This design comes from an exercise in tuning for small area and a short achievable clock period on the open sky130 flow, not from production work.
Function was checked by simulation only, so behaviour that the tests miss may differ from the original.
Power figures rest on the tool's default switching activity, not on a simulated workload.

## red
## instr_mem_responder
module instr_mem_responder #(
    parameter int              ADDR_W   = 16,
    parameter int              DATA_W   = 16,
    parameter int              DEPTH    = 256,
    parameter int              LATENCY  = 2,
    parameter logic [DATA_W-1:0] OOR_WORD = '0
) (
    input  logic                  clock,
    input  logic                  reset,
    input  logic [ADDR_W-1:0]     PC,
    input  logic                  instrmem_rd,
    input  logic                  load_en,
    input  logic [ADDR_W-1:0]     load_addr,
    input  logic [DATA_W-1:0]     load_data,
    output logic [DATA_W-1:0]     instr_dout,
    output logic                  complete_instr,
    output logic                  busy,
    output logic                  addr_err,
    output logic [31:0]           fetch_count
);
Size: roughly 100 I/O pins, roughly 150,000 sq um of cells after synthesis.
Settings: LEC_CHECK=0, ABC_CLOCK_PERIOD_IN_PS=2500, CAP_MARGIN=20, CORE_MARGIN=2, CORE_UTILIZATION=40, CTS_CLUSTER_DIAMETER=80, CTS_CLUSTER_SIZE=20, SETUP_SLACK_MARGIN=3.3, SLEW_MARGIN=20; clock period 6.0 ns.
run.sh (not shown) runs the stock make flow with config.mk's settings and CLKGATE_MAP_FILE= SYNTH_SCRIPT=/design/flow/synth_recipe.tcl, a recipe that flattens the netlist after the stock synthesis.
The inputs of blue differ from those of red as listed below.
Settings: swapping 80 for 100 in CTS_CLUSTER_DIAMETER; swapping 20 for 25 in CTS_CLUSTER_SIZE; swapping 3.3 for 3.5 in SETUP_SLACK_MARGIN; putting PLACE_DENSITY at 0.72 where nothing was set.
[summary]
- Re CTS buffer count: red was higher than blue.
- When blue is measured against red, its overall power turns out 3.1% lower.
- What blue reported for clock group power has to be multiplied by 1.10 to get the figure for red.
- In blue, total via count after detailed routing is higher than in red.
- Compare red and blue | synthesis-to-layout area growth higher: red
- The final reports for blue and red show cell internal power dissipation lower in the former.
- blue -> stages 100% | layout checks FAIL | antenna rules
- Higher non-clock buffer count was reported by red, not blue.
- For red, the capturing element of the worst setup path was dout_q[15]$_DFFE_PP0P_, unlike blue, where it was dout_q[11]$_DFFE_PP0P_.
- Routing usage on met1 in blue is 4.1 points below red.
- The distinct cell type count after synthesis of red and that of blue are within noise of each other.
- red reports its first element of the critical path as sel_hi[1]$_DFF_P_ while blue reports sel_hi[11]$_DFF_P_.
Modified inputs, green compared to blue
Settings: PLACE_DENSITY no longer set, was 0.72; SETUP_SLACK_MARGIN now 3.3, was 3.5.
Notes after the runs:
The final layout from green, which completed every stage, passed the timing, design-rule and antenna checks at the end of the flow.
Delta(leakage power total, green - blue) < 0
For post-CTS repair timing setup buffer count, dividing the value from green by the value from blue gives 0.815.
Summary of green over blue: routed via count divided by cell count down 0.29; die area flat; count of cell instances traversed by the critical path flat; initial antenna violation count down about 22%.
Relative to green, the following input files were edited for orange:
Settings: a change of CORE_UTILIZATION from 40 to 48; an added PLACE_DENSITY of 0.62.
## What came out
- orange finished all stages; layout check result: FAIL, due to antenna rules.
- Diff green -> orange: instance area after placement dropped about 0.6%, cell-internal power did not really move.
- Pin count of the biggest net entering global routing, orange vs green: up by a few percent
- Compare orange and green | combined buffer and inverter count along the critical path higher: orange
- Delta(area added between synthesis and finish, orange - green) < 0
- The max-slew headroom at the worst pin reported for orange is smaller than that of green by 5.9 points.
- orange ended up with dout_q[13]$_DFFE_PP0P_ as its endpoint of the worst setup timing path; green ended up with dout_q[15]$_DFFE_PP0P_.
- orange vs. green: total routed wirelength went up 8.1 mm, power dissipated in the clock network closely matched the old numbers.

========
instr_mem_responder again, from the RTL that the note above started with.
==> flow/config.mk <==
export PLATFORM = sky130hd
export DESIGN_NAME = instr_mem_responder
export DESIGN_NICKNAME = instr_mem_responder
export VERILOG_FILES = /design/flow/design.v
export SDC_FILE = /design/flow/constraint.sdc
export NUM_CORES = 4
export LEC_CHECK = 0
export ABC_CLOCK_PERIOD_IN_PS = 2500
export CAP_MARGIN = 20
export CORE_MARGIN = 2
export CORE_UTILIZATION = 40
export CTS_CLUSTER_DIAMETER = 100
export CTS_CLUSTER_SIZE = 25
export SETUP_SLACK_MARGIN = 3.8
export SLEW_MARGIN = 20
==> flow/constraint.sdc <==
create_clock -name core_clock -period 6.0 [get_ports {clock}]
set_input_delay 1.2000 -clock core_clock [delete_from_list [all_inputs] [get_ports {clock}]]
set_output_delay 1.2000 -clock core_clock [all_outputs]
set_load 0.01 [all_outputs]
Then changed:
- SETUP_SLACK_MARGIN: 3.8 -> 3.5
After rerunning: Total power decreases by 1.4%. Sequential share of layout area increases by 1.8 points. Routed wire length goes down by 6.7%. Setup slack gains 48 ps. Synthesized cell count is unchanged.

[port drivers added, routing unchanged]
How much do the figures lean on ideal ports? The routed layouts below were timed once more, with nothing changed but the port constraints. Step 1 (the two cells are an assumption about what drives the block):
set clk [get_ports {clock}]
set_driving_cell -lib_cell sky130_fd_sc_hd__clkbuf_16 $clk
set_driving_cell -lib_cell sky130_fd_sc_hd__buf_2 [delete_from_list [all_inputs] $clk]
Step 2 times the ports against the registers' clock, not the clock port: input delays grow and output delays shrink by t, the midpoint of the rising clock arrivals with the driver on. a / b / c = ideal / step 1 / step 2; a / b = the first two.
run	t (ns)	setup slack, ns	hold WS [ns]	worst slew at a driven data input, ns
red	1.069	2.847 / 2.847 / 2.497	0.458 / 0.458 / 0.458	0.20
blue	1.035	2.790 / 2.790 / 2.668	0.444 / 0.444 / 0.444	0.33
green	1.037	2.854 / 2.854 / 2.566	0.466 / 0.466 / 0.466	0.20
orange	1.069	2.878 / 2.878 / 2.800	0.437 / 0.437 / 0.437	0.23
the first run of note 2	1.067	2.907 / 2.907 / 2.907	0.545 / 0.545 / 0.545	0.30
the second run of note 2	1.036	2.954 / 2.954 / 2.522	0.466 / 0.466 / 0.466	0.20
The setup slack of the second run of note 2, which loses most, moves by 0.000 ns with the drivers and by -0.432 ns with both steps.
